Source: an optimization exercise on an open RTL-to-GDS flow (aim: small area, a short achievable clock period and few clock cycles per item). Production flows keep margins and buffers that such runs may drop. In this exercise RTL edits were held to simulation tests only and were not proved equivalent to the original.

==> flow/design.v <==
package mdu_pkg;
  localparam int CNT_W = 4;
  localparam int MULT_CYCLES_DEF = 5;
  localparam int DIV_CYCLES_DEF = 10;
  localparam logic [3:0] MD_NOP   = 4'd0;
  localparam logic [3:0] MD_MULT  = 4'd1;
  localparam logic [3:0] MD_MULTU = 4'd2;
  localparam logic [3:0] MD_DIV   = 4'd3;
  localparam logic [3:0] MD_DIVU  = 4'd4;
  localparam logic [3:0] MD_MTHI  = 4'd5;
  localparam logic [3:0] MD_MTLO  = 4'd6;
  localparam logic [3:0] MD_MADD  = 4'd7;
  localparam logic [3:0] MD_MADDU = 4'd8;
  localparam logic [3:0] MD_MSUB  = 4'd9;
  localparam logic [3:0] MD_MSUBU = 4'd10;
endpackage
  function automatic logic is_madd_op(input logic [3:0] op);
    is_madd_op = 1'b0;
  endfunction
  function automatic logic is_mul_op(input logic [3:0] op);
    is_mul_op = op == mdu_pkg::MD_MULT || op == mdu_pkg::MD_MULTU || is_madd_op(op);
  endfunction
  function automatic logic is_div_op(input logic [3:0] op);
    is_div_op = op == mdu_pkg::MD_DIV || op == mdu_pkg::MD_DIVU;
  endfunction
  function automatic logic is_signed_op(input logic [3:0] op);
    is_signed_op = op == mdu_pkg::MD_MULT || op == mdu_pkg::MD_DIV ||
                   op == mdu_pkg::MD_MADD || op == mdu_pkg::MD_MSUB;
  endfunction
module md_row (
  input  logic [32:0] a,
  input  logic [34:0] b,
  input  logic        cin,
  input  logic        div,
  input  logic        msel,
  output logic [34:0] o,
  output logic        sel
);
  logic [34:0] s;
  assign s = {a[32], a[32], a} + b + {34'd0, cin};
  assign sel = div ? ~s[34] : msel;
  assign o = sel ? s : {a[32], a[32], a};
endmodule
module md_lzc (
  input  logic [31:0] v,
  output logic [5:0]  n
);
  logic [15:0] z1;  logic [15:0] c1;
  logic [7:0]  z2;  logic [15:0] c2;
  logic [3:0]  z3;  logic [11:0] c3;
  logic [1:0]  z4;  logic [7:0]  c4;
  logic        z5;  logic [4:0]  c5;
  for (genvar g = 0; g < 16; g++) begin : g_l1
    assign z1[g] = ~v[2*g+1] & ~v[2*g];
    assign c1[g] = ~v[2*g+1];
  end
  for (genvar g = 0; g < 8; g++) begin : g_l2
    assign z2[g] = z1[2*g+1] & z1[2*g];
    assign c2[2*g+1:2*g] = z1[2*g+1] ? {1'b1, c1[2*g]} : {1'b0, c1[2*g+1]};
  end
  for (genvar g = 0; g < 4; g++) begin : g_l3
    assign z3[g] = z2[2*g+1] & z2[2*g];
    assign c3[3*g+2:3*g] = z2[2*g+1] ? {1'b1, c2[4*g+1:4*g]} : {1'b0, c2[4*g+3:4*g+2]};
  end
  for (genvar g = 0; g < 2; g++) begin : g_l4
    assign z4[g] = z3[2*g+1] & z3[2*g];
    assign c4[4*g+3:4*g] = z3[2*g+1] ? {1'b1, c3[6*g+2:6*g]} : {1'b0, c3[6*g+5:6*g+3]};
  end
  assign z5 = z4[1] & z4[0];
  assign c5 = z4[1] ? {1'b1, c4[3:0]} : {1'b0, c4[7:4]};
  assign n = z5 ? 6'd32 : {1'b0, c5};
endmodule
module md_cneg (
  input  logic [31:0] v,
  input  logic        s,
  output logic [31:0] o
);
  logic [31:0] p [0:5];    
  assign p[0] = v;
  for (genvar l = 0; l < 5; l++) begin : g_l
    for (genvar i = 0; i < 32; i++) begin : g_b
      if (i >= 2 ** l) begin : g_or
        assign p[l+1][i] = p[l][i] | p[l][i-2**l];
      end else begin : g_cp
        assign p[l+1][i] = p[l][i];
      end
    end
  end
  assign o = v ^ ({p[5][30:0], 1'b0} & {32{s}});
endmodule
module md_unit (
  input  logic        clk,
  input  logic        reset_n,
  input  logic        start,
  input  logic [3:0]  op,
  input  logic [31:0] a,
  input  logic [31:0] b,
  output logic        busy,
  output logic [31:0] hi,
  output logic [31:0] lo
);
  function automatic logic is_madd_op(input logic [3:0] op);
    is_madd_op = 1'b0;
  endfunction
  function automatic logic is_mul_op(input logic [3:0] op);
    is_mul_op = op == mdu_pkg::MD_MULT || op == mdu_pkg::MD_MULTU || is_madd_op(op);
  endfunction
  function automatic logic is_div_op(input logic [3:0] op);
    is_div_op = op == mdu_pkg::MD_DIV || op == mdu_pkg::MD_DIVU;
  endfunction
  function automatic logic is_signed_op(input logic [3:0] op);
    is_signed_op = op == mdu_pkg::MD_MULT || op == mdu_pkg::MD_DIV ||
                   op == mdu_pkg::MD_MADD || op == mdu_pkg::MD_MSUB;
  endfunction
  localparam int K = 4;             
  localparam int NC = 32 / K;       
  localparam int NM = 16 / K;       
  localparam logic [1:0] S_MUL = 2'd0, S_DIV = 2'd1, S_MC = 2'd3;
  logic [1:0]  st;
  logic        first;
  logic [3:0]  cnt;
  logic [32:0] x;       
  logic [31:0] areg;    
  logic        hx;
  logic        bprev;
  logic        sg;
  logic        mcorr;
  logic        dcin;
  logic        qneg, rneg;
  logic        sgn_in;
  assign sgn_in = is_signed_op(op);
  logic        is_div, dfirst;
  assign is_div = st == S_DIV;
  assign dfirst = is_div && first;
  logic [31:0] cn_a;
  md_cneg u_cna (.v(areg), .s(na), .o(cn_a));
  logic        na, nd, dz;
  logic [31:0] n_abs;
  logic [5:0]  lzn, lzd;
  logic [6:0]  steps;         
  logic        q0;
  logic [3:0]  dcyc;          
  logic [63:0] al_d;
  assign na = sg & areg[31];
  assign nd = x[32];
  assign dz = x[31:0] == 32'd0;
  assign n_abs = cn_a;
  logic [5:0] lzn_raw;
  md_lzc u_lzn (.v(areg ^ {32{na}}), .n(lzn_raw));
  assign lzn = lzn_raw - {5'd0, na};
  md_lzc u_lzd (.v(x[31:0] ^ {32{nd}}), .n(lzd));
  assign steps = {1'b0, lzd} - {1'b0, lzn} + 7'd1;
  assign q0 = steps[6] || steps == 7'd0;
  assign dcyc = (steps > 7'd32) ? 4'(NC) :
                (steps <= 7'(K) && (na | nd)) ? 4'd2 : 4'((steps + 7'(K - 1)) / K);
  logic [2:0] dsh;       
  assign dsh = 3'(4'(NC) - dcyc);
  assign al_d = {32'd0, n_abs} << {dsh, 2'b00};
  logic [31:0] lo_e;      
  logic [32:0] bsrc;
  logic [32:0] ra [0:K];
  logic [34:0] ro [0:K-1];
  logic [K-1:0] rsel;
  logic        rcin;
  assign lo_e = dfirst ? al_d[31:0] : lo;
  assign bsrc = x ^ {33{dfirst & ~nd}};
  assign rcin = dfirst ? ~nd : dcin;
  assign ra[0] = dfirst ? {al_d[63:32], al_d[31]} : (is_div ? {hi, lo[31]} : {hx, hi});
  for (genvar i = 0; i < K; i++) begin : g_row
    logic b2, b1, b0;
    logic neg, two, nz;
    logic [34:0] rb;
    assign b2 = lo[2*i+1];
    assign b1 = lo[2*i];
    if (i == 0) begin : g_p0
      assign b0 = bprev;
    end else begin : g_pi
      assign b0 = lo[2*i-1];
    end
    always_comb begin
      if (is_div) begin
        neg = 1'b0; two = 1'b0; nz = 1'b0;
      end else if (st == S_MC) begin
        neg = 1'b0; two = 1'b0; nz = (i == 0);
      end else begin
        neg = b2 & ~(b1 & b0);
        two = (b2 & ~b1 & ~b0) | (~b2 & b1 & b0);
        nz  = ~((b2 & b1 & b0) | (~b2 & ~b1 & ~b0));
      end
    end
    assign rb = (two ? {bsrc[32], bsrc, 1'b0} : {bsrc[32], bsrc[32], bsrc}) ^ {35{neg}};
    md_row u_row (
      .a(ra[i]), .b(rb), .cin(is_div ? rcin : neg), .div(is_div), .msel(nz), .o(ro[i]),
      .sel(rsel[i])
    );
    if (i < K - 1) begin : g_next
      assign ra[i+1] = is_div ? {ro[i][31:0], lo_e[30-i]} : ro[i][34:2];
    end else begin : g_end
      assign ra[i+1] = is_div ? {1'b0, ro[i][31:0]} : ro[i][34:2];
    end
  end
  logic [K-1:0]   qbits;
  logic [2*K-1:0] pbits;
  for (genvar i = 0; i < K; i++) begin : g_bits
    assign qbits[K-1-i] = rsel[i];
    assign pbits[2*i+1:2*i] = ro[i][1:0];
  end
  logic [32:0] acc_o;
  logic [31:0] lo_mul, lo_div, rem_o, quo_o;
  logic        dlast;
  assign acc_o  = ra[K];
  assign lo_mul = {pbits, lo[31:2*K]};
  assign lo_div = {lo_e[31-K:0], qbits};
  assign dlast = !first && cnt == 4'(NC - 1);
  md_cneg u_cnr (.v(ra[K][31:0]), .s(dlast & rneg), .o(rem_o));
  md_cneg u_cnq (.v(lo_div), .s(dlast & qneg), .o(quo_o));
  logic [31:0] mrest_mask, mrest;
  logic        mdone;
  logic [63:0] al_m;
  assign mrest_mask = 32'hFFFF_FFFF >> (6'((cnt + 4'd1) * 2 * K));
  assign mrest = lo_mul & mrest_mask;
  assign mdone = lo[2*K-1] ? (mrest == mrest_mask) : (mrest == 32'd0);
  logic [1:0]  msh;       
  logic [95:0] um, ums;
  assign msh = mdone ? 2'd3 - cnt[1:0] : 2'd0;
  assign um = {{31{acc_o[32]}}, acc_o, lo_mul};
  assign ums = um >> {msh, 3'b000};
  assign al_m = ums[63:0];
  logic acc_go;
  assign acc_go = start && !busy;
  always_ff @(posedge clk) begin
    areg <= a;
  end
  always_ff @(posedge clk) begin
    if (acc_go) begin
      if (is_mul_op(op)) begin
        x     <= {sgn_in & a[31], a};
        mcorr <= !sgn_in & b[31];
        hx    <= 1'b0;
        bprev <= 1'b0;
      end else if (is_div_op(op)) begin
        x     <= {sgn_in & b[31], b};
        sg    <= sgn_in;
      end
    end else if (busy) begin
      if (dfirst) begin
        x     <= bsrc;
        dcin  <= ~nd;
        qneg  <= na ^ nd;
        rneg  <= na;
      end else if (st == S_MUL) begin
        hx    <= acc_o[32];
        bprev <= lo[2*K-1];
      end
    end
  end
  always_ff @(posedge clk or negedge reset_n) begin
    if (!reset_n) begin
      hi    <= '0;
      lo    <= '0;
      busy  <= 1'b0;
      st    <= S_MUL;
      first <= 1'b0;
      cnt   <= 4'd0;
    end else if (!busy) begin
      if (start) begin
        if (is_mul_op(op)) begin
          hi   <= '0;
          lo   <= b;
          busy <= 1'b1;
          st   <= S_MUL;
          cnt  <= 4'd0;
        end else if (is_div_op(op)) begin
          busy  <= 1'b1;
          st    <= S_DIV;
          first <= 1'b1;
        end else if (op == mdu_pkg::MD_MTHI) begin
          hi <= a;
        end else if (op == mdu_pkg::MD_MTLO) begin
          lo <= a;
        end
      end
    end else begin
      case (st)
        S_MUL: begin
          cnt <= cnt + 4'd1;
          {hi, lo} <= al_m;
          if (mdone) begin
            if (mcorr) st <= S_MC;
            else busy <= 1'b0;
          end
        end
        S_MC: begin
          hi   <= ro[0][31:0];
          st   <= S_MUL;
          busy <= 1'b0;
        end
        S_DIV: begin
          first <= 1'b0;
          if (dfirst && dz) begin
            busy <= 1'b0;
          end else if (dfirst && q0) begin
            hi   <= areg;
            lo   <= '0;
            busy <= 1'b0;
          end else begin
            hi  <= rem_o;
            lo  <= quo_o;
            cnt <= dfirst ? 4'(NC + 1) - dcyc : cnt + 4'd1;
            if (dfirst ? dcyc == 4'd1 : cnt == 4'(NC - 1)) busy <= 1'b0;
          end
        end
        default: ;
      endcase
    end
  end
endmodule
export LEC_CHECK = 0
export CAP_MARGIN = 20
export CORE_MARGIN = 2
export CORE_UTILIZATION = 40
export SLEW_MARGIN = 20
create_clock -name core_clock -period 130.0 [get_ports {clk}]
run.sh (not shown) runs the stock make flow with config.mk's settings and CLKGATE_MAP_FILE= SYNTH_SCRIPT=/design/flow/synth_recipe.tcl, a recipe that flattens the netlist after the stock synthesis.
The first run finished clean.
Testbench counts at the start, summed over its fixed seeds: cycles 278,486, ops 80,000.
Change:
--- a/flow/design.v
+++ b/flow/design.v
@@ -71,22 +71,4 @@
   assign n = z5 ? 6'd32 : {1'b0, c5};
 endmodule
-module md_cneg (
-  input  logic [31:0] v,
-  input  logic        s,
-  output logic [31:0] o
-);
-  logic [31:0] p [0:5];    
-  assign p[0] = v;
-  for (genvar l = 0; l < 5; l++) begin : g_l
-    for (genvar i = 0; i < 32; i++) begin : g_b
-      if (i >= 2 ** l) begin : g_or
-        assign p[l+1][i] = p[l][i] | p[l][i-2**l];
-      end else begin : g_cp
-        assign p[l+1][i] = p[l][i];
-      end
-    end
-  end
-  assign o = v ^ ({p[5][30:0], 1'b0} & {32{s}});
-endmodule
 module md_unit (
   input  logic        clk,
@@ -116,5 +98,5 @@
   localparam int NC = 32 / K;       
   localparam int NM = 16 / K;       
-  localparam logic [1:0] S_MUL = 2'd0, S_DIV = 2'd1, S_MC = 2'd3;
+  localparam logic [1:0] S_MUL = 2'd0, S_DIV = 2'd1, S_FIX = 2'd2, S_MC = 2'd3;
   logic [1:0]  st;
   logic        first;
@@ -131,8 +113,12 @@
   assign sgn_in = is_signed_op(op);
   logic        is_div, dfirst;
-  assign is_div = st == S_DIV;
+  assign is_div = st == S_DIV || st == S_FIX;
   assign dfirst = is_div && first;
-  logic [31:0] cn_a;
-  md_cneg u_cna (.v(areg), .s(na), .o(cn_a));
+  logic [31:0] na_in, cn_a, cn_hi;
+  logic        na_s;
+  assign na_in = first ? areg : lo;
+  assign na_s  = first ? na : qneg;
+  assign cn_a  = (na_in ^ {32{na_s}}) + {31'd0, na_s};
+  assign cn_hi = (hi ^ {32{rneg}}) + {31'd0, rneg};
   logic        na, nd, dz;
   logic [31:0] n_abs;
@@ -152,6 +138,5 @@
   assign steps = {1'b0, lzd} - {1'b0, lzn} + 7'd1;
   assign q0 = steps[6] || steps == 7'd0;
-  assign dcyc = (steps > 7'd32) ? 4'(NC) :
-                (steps <= 7'(K) && (na | nd)) ? 4'd2 : 4'((steps + 7'(K - 1)) / K);
+  assign dcyc = (steps > 7'd32) ? 4'(NC) : 4'((steps + 7'(K - 1)) / K);
   logic [2:0] dsh;       
   assign dsh = 3'(4'(NC) - dcyc);
@@ -207,12 +192,8 @@
   end
   logic [32:0] acc_o;
-  logic [31:0] lo_mul, lo_div, rem_o, quo_o;
-  logic        dlast;
+  logic [31:0] lo_mul, lo_div;
   assign acc_o  = ra[K];
   assign lo_mul = {pbits, lo[31:2*K]};
   assign lo_div = {lo_e[31-K:0], qbits};
-  assign dlast = !first && cnt == 4'(NC - 1);
-  md_cneg u_cnr (.v(ra[K][31:0]), .s(dlast & rneg), .o(rem_o));
-  md_cneg u_cnq (.v(lo_div), .s(dlast & qneg), .o(quo_o));
   logic [31:0] mrest_mask, mrest;
   logic        mdone;
@@ -305,11 +286,18 @@
             busy <= 1'b0;
           end else begin
-            hi  <= rem_o;
-            lo  <= quo_o;
+            hi  <= ra[K][31:0];
+            lo  <= lo_div;
             cnt <= dfirst ? 4'(NC + 1) - dcyc : cnt + 4'd1;
-            if (dfirst ? dcyc == 4'd1 : cnt == 4'(NC - 1)) busy <= 1'b0;
+            if (dfirst ? dcyc == 4'd1 : cnt == 4'(NC - 1)) begin
+              if (dfirst ? (na | nd) : (qneg | rneg)) st <= S_FIX;
+              else busy <= 1'b0;
+            end
           end
         end
-        default: ;
+        default: begin
+          hi <= cn_hi;
+          lo <= cn_a;
+          busy <= 1'b0;
+        end
       endcase
     end
Effect: The changed run completed with no timing, DRC or antenna violations. Synthesized area goes up by about 3%. Worst hold slack hardly moves. Cell count rises by about 3.3%. Flip-flop and latch count does not change. Critical path depth fell by 68. Sequential share of layout area shrinks by 0.31 points. Via count rises by about 3%. Cell area rises by about 3%. Register-to-register slack gets better by 2.0 ns. Count of clock-buffer cells in the layout decreases by 1.
Testbench counts after the change, summed over its fixed seeds: cycles 282,255, ops 80,000.

-- afterwards: timing with drivers on the ports --
The results above use ideal ports. As a check the final layouts listed here were re-extracted and re-timed, cells and wires unchanged. Step 1, drivers: a clkbuf_16 drives clk and a buf_2 each remaining input, both assumed. Step 2, shift: input delay + t, output delay - t, t = (earliest + latest rising clock arrival at the registers) / 2. This alone moves slack from input paths to output paths. a / b / c = ideal / step 1 / step 2; a / b = the first two.
run	t, ns	setup WS [ns]	worst slew at a driven data input, ns
the first run	0.533	100.449 / 100.449 / 100.449	0.06
the second run	0.512	101.406 / 101.444 / 100.932	0.06
After both steps setup and hold are still met in every run listed. For the second run, which loses most, drivers alone change the setup slack by +0.038 ns; drivers and shift together by -0.474 ns.
